This is an optimization exercise on Yosys and OpenROAD, whose aim is small area and a short achievable clock period, not a production implementation. Where RTL was checked, it was by simulation tests only, not by an equivalence proof against the original. Power and IR drop assume default switching activity.

## v34
==> flow/design.v (excerpt) <==
module cpu_alu #(
    parameter int WIDTH = pkg_cpu_alu::ALU_WIDTH
) (
    input  logic             clk,
    input  logic             rst,
    input  logic             in_valid,
    input  logic [WIDTH-1:0] a,
    input  logic [WIDTH-1:0] b,
    input  logic [3:0]       oper,
    input  logic [3:0]       flags_in,
    output logic             out_valid,
    output logic [WIDTH-1:0] result,
    output logic [3:0]       flags_out
);
==> flow/config.mk <==
export PLATFORM = sky130hd
export DESIGN_NAME = cpu_alu
export DESIGN_NICKNAME = cpu_alu
export VERILOG_FILES = /design/flow/design.v
export SDC_FILE = /design/flow/constraint.sdc
export NUM_CORES = 4
export LEC_CHECK = 0
export CAP_MARGIN = 20
export CORE_MARGIN = 2
export CORE_UTILIZATION = 60
export SETUP_SLACK_MARGIN = 3.3
export SLEW_MARGIN = 20
export SYNTH_HIERARCHICAL = 1
==> flow/constraint.sdc <==
create_clock -name core_clock -period 11.0 [get_ports {clk}]
set_input_delay 2.2000 -clock core_clock [delete_from_list [all_inputs] [get_ports {clk}]]
set_output_delay 2.2000 -clock core_clock [all_outputs]
set_load 0.01 [all_outputs]
standard.sh (not shown) runs the stock make flow with config.mk's settings and CLKGATE_MAP_FILE= SYNTH_SCRIPT=/design/flow/synth_recipe.tcl, a recipe that flattens the netlist after the stock synthesis.
==> flow/flow/run.sh <==
#!/bin/bash
# Standard layout, except that the port buffers are plain buf_2 cells instead of the
# resizer's default choice, and synthesis maps each module for a light output load, so that
# the one-gate modules get minimum-size cells (the resizer upsizes what timing needs).
set -e
export BUFFER_PORTS_ARGS="-buffer_cell sky130_fd_sc_hd__buf_2"
bash standard.sh finish ABC_LOAD_IN_FF=1 > standard.log 2>&1
Setup changes, v34 to v21
Settings: SETUP_SLACK_MARGIN: 3.3 -> 3.2.
==> flow/flow/run.sh <==
#!/bin/bash
# Standard layout, except that the port buffers are plain buf_2 cells instead of the
# resizer's default choice.
set -e
export BUFFER_PORTS_ARGS="-buffer_cell sky130_fd_sc_hd__buf_2"
bash standard.sh > standard.log 2>&1
==> summary.txt <==
- Between v21 and v34, the switching power total is lower for v34.
- Changes observed in v21 relative to v34: global routing usage summed across all routing layers rose by 0.32 points, power per unit of standard cell area rose by about 1.5%, detailed placer's ending HPWL rose by about 0.5%.
- Looking only at share of the clock period used by the worst path after layout, and setting everything else aside, the lower value of v21 and v34 goes to v34.
- There was hardly any difference in width of the chip between v21 and v34.
- NOTE routed metal-1 wirelength v34->v21 increased by a few percent
- Compared with v34, v21 shows final area that has gone up slightly.
- v21 and v34 all finish clean.
> inputs changed (v21 -> v58)
Settings: swapping 3.2 for 3.4 in SETUP_SLACK_MARGIN.
Notes after the runs:
Going from v21 to v58, total routed wirelength went up, logic depth of the worst setup path including buffers went down, number of fill cells went down, post-CTS clock slew at the launch and capture registers of the worst setup and hold paths did not really move. Per the comparison of v58 with v21, number of antenna violations at the first check in global routing now sits higher; layout-stage area growth over the synthesis result now sits higher; endpoint required time on the critical path now sits at about the same level.
No run of this note included a check of the RTL's function; only the layout flow was run.

========
v35:
Another version of the RTL of cpu_alu (not shown whole).
Size: ~2100 cells after synthesis, about 18000 sq um of cells after synthesis.
export LEC_CHECK = 0
export CAP_MARGIN = 20
export CORE_MARGIN = 2
export CORE_UTILIZATION = 65
export SETUP_SLACK_MARGIN = 3.3
export SLEW_MARGIN = 20
export SYNTH_HIERARCHICAL = 1
create_clock -name core_clock -period 11.0 [get_ports {clk}]
==> flow/flow/run.sh <==
#!/bin/bash
# Standard layout, except that the port buffers are plain buf_4 cells instead of the
# resizer's default choice.
set -e
export BUFFER_PORTS_ARGS="-buffer_cell sky130_fd_sc_hd__buf_4"
bash standard.sh > standard.log 2>&1
diff inputs: v35 => v36
# v35
export LEC_CHECK = 0
export CAP_MARGIN = 20
export CORE_MARGIN = 2
export CORE_UTILIZATION = 65
export SETUP_SLACK_MARGIN = 3.3
export SLEW_MARGIN = 20
export SYNTH_HIERARCHICAL = 1
create_clock -name core_clock -period 11.0 [get_ports {clk}]
# v36
export LEC_CHECK = 0
export CAP_MARGIN = 20
export CORE_MARGIN = 2
export CORE_UTILIZATION = 65
export SETUP_SLACK_MARGIN = 3.2
export SLEW_MARGIN = 20
export SYNTH_HIERARCHICAL = 1
create_clock -name core_clock -period 11.0 [get_ports {clk}]
==> flow/flow/run.sh <==
#!/bin/bash
# Standard layout, except that the port buffers are plain buf_2 cells instead of the
# resizer's default choice.
set -e
export BUFFER_PORTS_ARGS="-buffer_cell sky130_fd_sc_hd__buf_2"
bash standard.sh > standard.log 2>&1
Per the final summary, v36 finished and its layout is clean on timing, DRC and antenna.
Looking at met3 wire length, v36 sits 14% lower than v35 does.
The lower clock-buffer cell count of v35 and v36 is in v35.
In v36 relative to v35, number of filler instances in the final layout had gone up by a little under 10%.
The met2 usage in global routing reported for v36 is smaller than that of v35 by 1.3 points.
v35 → v36: total of buffers placed on input and output ports ~0 delta; mean routed wirelength per cell decreased by 0.92 microns relative to the old numbers; switching part of the total power essentially unchanged.
Between v35 and v36, the difference in layout multi-input combinational cell count is negligible.
Diff v35 -> v36: fraction of standard cell area that is sequential did not really move; sequential power did not really move.
What v2 does differently from v36 at the input level:
# v36
export LEC_CHECK = 0
export CAP_MARGIN = 20
export CORE_MARGIN = 2
export CORE_UTILIZATION = 65
export SETUP_SLACK_MARGIN = 3.2
export SLEW_MARGIN = 20
export SYNTH_HIERARCHICAL = 1
create_clock -name core_clock -period 11.0 [get_ports {clk}]
# v2
export LEC_CHECK = 0
export CAP_MARGIN = 20
export CORE_MARGIN = 2
export CORE_UTILIZATION = 60
export SETUP_SLACK_MARGIN = 3.0
export SLEW_MARGIN = 20
export SYNTH_HIERARCHICAL = 1
create_clock -name core_clock -period 11.0 [get_ports {clk}]
v2 completed; timing, DRC and antenna clean
Sequential cell fraction of total power: v2 vs v36 up 0.2 points
Aggregate global-route resource usage in v2 is 2.7 points below v36.
Compared with v36, v2 shows time the final worst path needs with I/O delays and setup higher by 0.15 ns.
Initial cell density of the core came out lower on v2 than on v36.
For v25, these inputs were changed with respect to v2:
# v2
export LEC_CHECK = 0
export CAP_MARGIN = 20
export CORE_MARGIN = 2
export CORE_UTILIZATION = 60
export SETUP_SLACK_MARGIN = 3.0
export SLEW_MARGIN = 20
export SYNTH_HIERARCHICAL = 1
create_clock -name core_clock -period 11.0 [get_ports {clk}]
# v25
export LEC_CHECK = 0
export CAP_MARGIN = 20
export CORE_MARGIN = 2
export CORE_UTILIZATION = 65
export SETUP_SLACK_MARGIN = 3.4
export SLEW_MARGIN = 20
export SYNTH_HIERARCHICAL = 1
create_clock -name core_clock -period 11.0 [get_ports {clk}]
==> comparison <==
- v25 and v2 all finish clean.
- According to the power report, total power for v25 is higher than for v2.
- Cmp v25 vs v2: proportion of cell area occupied by registers lower in v25
- The lower first-iteration DRC count came out of v2.
- Diff v2 -> v25: count of antenna diodes in the layout rose by 1, total length of routed met2 wires has increased, height of the die dropped about 4%, number of well taps lost 4.5%.
- Lower worst-case setup slack after placement was reported by v2, not v25.
- Side by side, post-route worst setup slack turned out higher in v25 than in v2.

========
run A:
cpu_alu, a different RTL version from the one above (not shown whole).
For scale: ~2,400 cells after synthesis, about 36 flip-flops, ~110 I/O pins, roughly 0.020 mm^2 of cells after synthesis.
## cpu_alu
module cpu_alu #(
    parameter int WIDTH = pkg_cpu_alu::ALU_WIDTH
) (
    input  logic             clk,
    input  logic             rst,
    input  logic             in_valid,
    input  logic [WIDTH-1:0] a,
    input  logic [WIDTH-1:0] b,
    input  logic [3:0]       oper,
    input  logic [3:0]       flags_in,
    output logic             out_valid,
    output logic [WIDTH-1:0] result,
    output logic [3:0]       flags_out
);
==> flow/config.mk <==
export PLATFORM = sky130hd
export DESIGN_NAME = cpu_alu
export DESIGN_NICKNAME = cpu_alu
export VERILOG_FILES = /design/flow/design.v
export SDC_FILE = /design/flow/constraint.sdc
export NUM_CORES = 4
export LEC_CHECK = 0
export CAP_MARGIN = 20
export CORE_MARGIN = 2
export CORE_UTILIZATION = 60
export PLACE_DENSITY = 0.75
export SETUP_SLACK_MARGIN = 3.4
export SLEW_MARGIN = 20
export SYNTH_HIERARCHICAL = 1
==> flow/constraint.sdc <==
create_clock -name core_clock -period 11.0 [get_ports {clk}]
set_input_delay 2.2000 -clock core_clock [delete_from_list [all_inputs] [get_ports {clk}]]
set_output_delay 2.2000 -clock core_clock [all_outputs]
set_load 0.01 [all_outputs]
==> flow/flow/run.sh <==
#!/bin/bash
# Standard layout, except that the port buffers are plain buf_2 cells instead of the
# resizer's default choice.
set -e
export BUFFER_PORTS_ARGS="-buffer_cell sky130_fd_sc_hd__buf_2"
bash standard.sh > standard.log 2>&1
Inputs modified between run A and run B:
- removing PLACE_DENSITY (formerly 0.75)
==> comparison <==
Run B finished every stage and its layout cleared the timing, design-rule and antenna checks. From run A to run B the numbers moved as follows: synthesized cell count saw little to no change; count of clock-buffer cells in the layout higher; portion of the clock cycle consumed by the worst path in the final layout shrank by 0.28 points. Comparing run B with run A, the clock-pin transition on the worst setup and hold timing paths came out essentially unchanged. Summary of run B over run A: final standard cell area without fillers picked up an extra 0.79%, share of the core filled with cells in the final layout picked up an extra 0.51 points. Global-route usage (lower): run A. Combined buffer and inverter count along the critical path in run B is 2 above run A.
The inputs of run C differ from those of run B as listed below.
--- a/flow/flow/run.sh
+++ b/flow/flow/run.sh
@@ -3 +3,2 @@
-# resizer's default choice.
+# resizer's default choice, and synthesis maps each module for a light output load, so that
+# the one-gate modules get minimum-size cells (the resizer upsizes what timing needs).
@@ -6 +7 @@
-bash standard.sh > standard.log 2>&1
+bash standard.sh finish ABC_LOAD_IN_FF=1 > standard.log 2>&1
Findings:
- The sequential fraction of design power of run C and that of run B are within noise of each other.
- Run C and run B ended up with roughly the same sequential power.
- Reported for run B and run C, count of input and output buffers turned out identical to the last digit.
- The layout overhead on the synthesized area of run C and that of run B are within noise of each other.
- Between run C and run B, it is run C whose time the final worst path needs with I/O delays and setup is higher, by 0.0060 ns.
- Comparing run B and run C, the lower overall track demand over capacity in global routing was measured on run C.
- Run C leaves less setup margin than run B.
- On run C: worst hold slack is 0.010 ns lower than what run B gave.

========
## oak
cpu_alu, a different RTL version from the one above (not shown whole).
For scale: about 2400 cells after synthesis, roughly 36 flip-flops.
// cpu_alu
module cpu_alu #(
    parameter int WIDTH = pkg_cpu_alu::ALU_WIDTH
) (
    input  logic             clk,
    input  logic             rst,
    input  logic             in_valid,
    input  logic [WIDTH-1:0] a,
    input  logic [WIDTH-1:0] b,
    input  logic [3:0]       oper,
    input  logic [3:0]       flags_in,
    output logic             out_valid,
    output logic [WIDTH-1:0] result,
    output logic [3:0]       flags_out
);
Settings: LEC_CHECK=0, CAP_MARGIN=20, CORE_MARGIN=2, CORE_UTILIZATION=70, SETUP_SLACK_MARGIN=3.2, SLEW_MARGIN=20, SYNTH_HIERARCHICAL=1; clock period 11.0 ns.
==> flow/flow/run.sh <==
#!/bin/bash
# Standard layout, except that the port buffers are plain buf_2 cells instead of the
# resizer's default choice.
set -e
export BUFFER_PORTS_ARGS="-buffer_cell sky130_fd_sc_hd__buf_2"
bash standard.sh > standard.log 2>&1
oak | stages: all done | timing, DRC, antenna: all pass
Here is what was changed in the inputs of pine compared with oak.
Settings: swapping 70 for 60 in CORE_UTILIZATION; swapping 3.2 for 3 in SETUP_SLACK_MARGIN.
## What came out
Going from oak to pine, number of optimization iterations in the first detailed-route pass shrinks by 2. Tap cell count (lower): oak. What pine reported for die area has to be multiplied by 0.860 to get the figure for oak. Compared pine against oak; multi-input logic cell count within noise. Diff oak -> pine | cell area after layout | decrease of 1.1%. Row via-per-instance ratio: pine lower / oak higher.
Relative to pine, the following input files were edited for birch:
Settings: a change of SETUP_SLACK_MARGIN from 3 to 3.2.
[summary]
On met2 layer usage reported by global route: between pine and birch, it ends up lower for pine. Compared with pine, in birch sum of met2 wire segment lengths after detailed routing shows no meaningful change, global route total overflow shows no meaningful change, post-CTS setup buffer count shows an increase of 8, via count shows an increase of 63. [compare] base=pine new=birch: worst-margin pin slew now sits higher, register share of the cell area now sits at about the same level.
Inputs modified between birch and maple:
Settings: SETUP_SLACK_MARGIN changed from 3.2 to 3.4.
==> summary.txt <==
[compare] base=birch new=maple: core utilization higher, minimum period implied by the final worst setup slack lower, met2 usage higher.

========
cpu_alu with an RTL version that a note above also has.
For scale: about 2,100 cells after synthesis, ~36 flip-flops, roughly 110 I/O pins, roughly 18,000 um^2 of cells after synthesis.
export LEC_CHECK = 0
export CAP_MARGIN = 20
export CORE_MARGIN = 2
export CORE_UTILIZATION = 65
export SETUP_SLACK_MARGIN = 3.3
export SLEW_MARGIN = 20
export SYNTH_HIERARCHICAL = 1
create_clock -name core_clock -period 11.0 [get_ports {clk}]
Scripts as last shown in full above: flow/flow/run.sh
The starting point ran to the end with no violations.
Then changed:
Settings changed: CORE_UTILIZATION 65 to 70.
The changed run finished with timing, DRC and antenna clean.
Die area came out lower by 7.0%.
Total power rose by 2.9%.
Critical path depth rises by 3.
Hold slack loses 0.014 ns.
Synthesized area does not change.
Final area grows by 1.7%.
Via count climbs by 2.9%.
Non-clock buffer count grows by 13.
Maximum frequency drops by 0.90%.
Final cell count came out lower by 1.1%.
Then changed:
Settings changed: CORE_UTILIZATION 70 to 60, SETUP_SLACK_MARGIN 3.3 to 3.5.
=> First-iteration DRC count decreases by 10%; final area climbs by 4.9%; worst setup slack gets better by 0.21 ns.

========
## the baseline
Starting RTL as in the previous note.
Design cpu_alu, start of the top module:
module cpu_alu #(
    parameter int WIDTH = pkg_cpu_alu::ALU_WIDTH
) (
    input  logic             clk,
    input  logic             rst,
    input  logic             in_valid,
    input  logic [WIDTH-1:0] a,
    input  logic [WIDTH-1:0] b,
    input  logic [3:0]       oper,
    input  logic [3:0]       flags_in,
    output logic             out_valid,
    output logic [WIDTH-1:0] result,
    output logic [3:0]       flags_out
);
Settings: LEC_CHECK=0, CAP_MARGIN=20, CORE_MARGIN=2, CORE_UTILIZATION=65, PLACE_DENSITY=0.72, SETUP_SLACK_MARGIN=3.3, SLEW_MARGIN=20, SYNTH_HIERARCHICAL=1; clock period 11.0 ns.
Scripts as last shown in full above: flow/flow/run.sh
The baseline | stages: all done | timing, DRC, antenna: all pass
What the candidate does differently from the baseline at the input level:
- a change of SETUP_SLACK_MARGIN from 3.3 to 3.1
- a deleted PLACE_DENSITY that had been 0.72
No stage failed in the candidate, and the final checks on the layout all came back clean.
As far as sequential share of cell area is concerned, the baseline and the candidate perform about the same.
Relative to the baseline, the critical path depth measured on the candidate has increased by more than 10%.
Via count ended up 136 lower on the candidate than on the baseline.
Fmax: the candidate below the baseline
Between the baseline and the candidate, the difference in detailed placement HPWL is negligible.
The run showing the smaller count of antenna diodes in the layout is the candidate.

========
Setup of S:
Another version of the RTL of cpu_alu (not shown whole).
Size in the first run: about 2300 cells after synthesis, roughly 36 flip-flops, roughly 21000 µm² of cells after synthesis.
make LEC_CHECK=0 CAP_MARGIN=20 CORE_MARGIN=2 CORE_UTILIZATION=60 SETUP_SLACK_MARGIN=3 SLEW_MARGIN=20 SYNTH_HIERARCHICAL=1 finish   # period 11.0 ns
run.sh (not shown) runs the stock make flow with config.mk's settings and CLKGATE_MAP_FILE= SYNTH_SCRIPT=/design/flow/synth_recipe.tcl, a recipe that flattens the netlist after the stock synthesis.
Stock flow here: none of the scripts above is used.
Every stage of the flow completed for S, and the final layout passed the timing, design-rule and antenna checks.
Input changes introduced in R (baseline for comparison: S):
- swapping 60 for 40 in CORE_UTILIZATION
Findings:
- S completed end to end with timing, DRC and antenna clean.
- R: full flow OK, the timing, design-rule and antenna checks passed
- R vs S: global-route met2 utilization down
- On clock-cell share of area, S and R are basically level.
- Compared with S, R shows a higher cell-internal power.
- Wire length (S / R): 0.948
- Of S and R, S shows the higher multi-input combinational cell area, with R below it.
- Measured against S, the number of fillers in the final layout of R comes out at 1.7 times the reference value.
- Comparing S and R, global-route usage is lower on R.
- The number of port buffers on S is in line with that on R.
- | core utilization | R vs S | 21 points lower |
- | final-layout worst hold slack | R vs S | worse |
- As of R, overall power of the completed layout had risen slightly compared to S.
No functional check of the RTL was part of any run of this note.

[re-timing with driven ports]
No port has a modelled driver above. Below, the same layouts with a new extraction and two added sets of constraints.
Step 1, drivers: a clkbuf_16 drives clk and a buf_2 each remaining input, both assumed.
Step 2 times the ports against the registers' clock, not the clock port: input delays grow and output delays shrink by t, the midpoint of the rising clock arrivals with the driver on.
a / b / c = ideal / step 1 / step 2; a / b = the first two.
run | t (ns) | slack for setup (ns) | slew at the worst register clock pin (ns) | worst data-port slew with drivers (ns)
v34 | 0.319 | 3.434 / 3.444 / 3.126 | 0.06 / 0.06 | 0.06
v21 | 0.324 | 3.347 / 3.357 / 3.033 | 0.06 / 0.06 | 0.06
v58 | 0.320 | 3.508 / 3.497 / 3.178 | 0.06 / 0.06 | 0.06
v35 | 0.334 | 3.294 / 3.169 / 2.836 | 0.07 / 0.07 | 0.22
v36 | 0.323 | 3.282 / 3.282 / 2.959 | 0.07 / 0.07 | 0.06
v2 | 0.334 | 3.129 / 3.144 / 2.810 | 0.06 / 0.06 | 0.05
v25 | 0.348 | 3.419 / 3.289 / 2.941 | 0.07 / 0.07 | 0.26
run A | 0.319 | 3.487 / 3.472 / 3.153 | 0.06 / 0.06 | 0.07
run B | 0.321 | 3.517 / 3.519 / 3.198 | 0.06 / 0.06 | 0.06
run C | 0.317 | 3.511 / 3.524 / 3.207 | 0.05 / 0.05 | 0.05
oak | 0.320 | 3.127 / 3.139 / 2.820 | 0.06 / 0.06 | 0.04
pine | 0.305 | 3.192 / 3.200 / 2.895 | 0.05 / 0.05 | 0.10
birch | 0.304 | 3.320 / 3.328 / 3.024 | 0.05 / 0.05 | 0.10
maple | 0.305 | 3.444 / 3.447 / 3.142 | 0.05 / 0.05 | 0.10
the first run of note 5 | 0.325 | 3.382 / 3.385 / 3.060 | 0.06 / 0.06 | 0.08
the second run of note 5 | 0.324 | 3.313 / 3.223 / 2.899 | 0.07 / 0.07 | 0.21
the third run of note 5 | 0.339 | 3.527 / 3.410 / 3.071 | 0.06 / 0.06 | 0.25
the baseline | 0.344 | 3.345 / 3.361 / 3.018 | 0.07 / 0.07 | 0.13
the candidate | 0.322 | 3.178 / 3.180 / 2.859 | 0.06 / 0.06 | 0.05
S | 0.327 | 2.986 / 2.948 / 2.621 | 0.06 / 0.06 | 0.10
R | 0.339 | 3.055 / 2.908 / 2.569 | 0.07 / 0.07 | 0.27
After both steps every run listed still meets setup and hold. For R, which loses most, drivers alone change the setup slack by -0.147 ns; drivers and shift together by -0.486 ns.
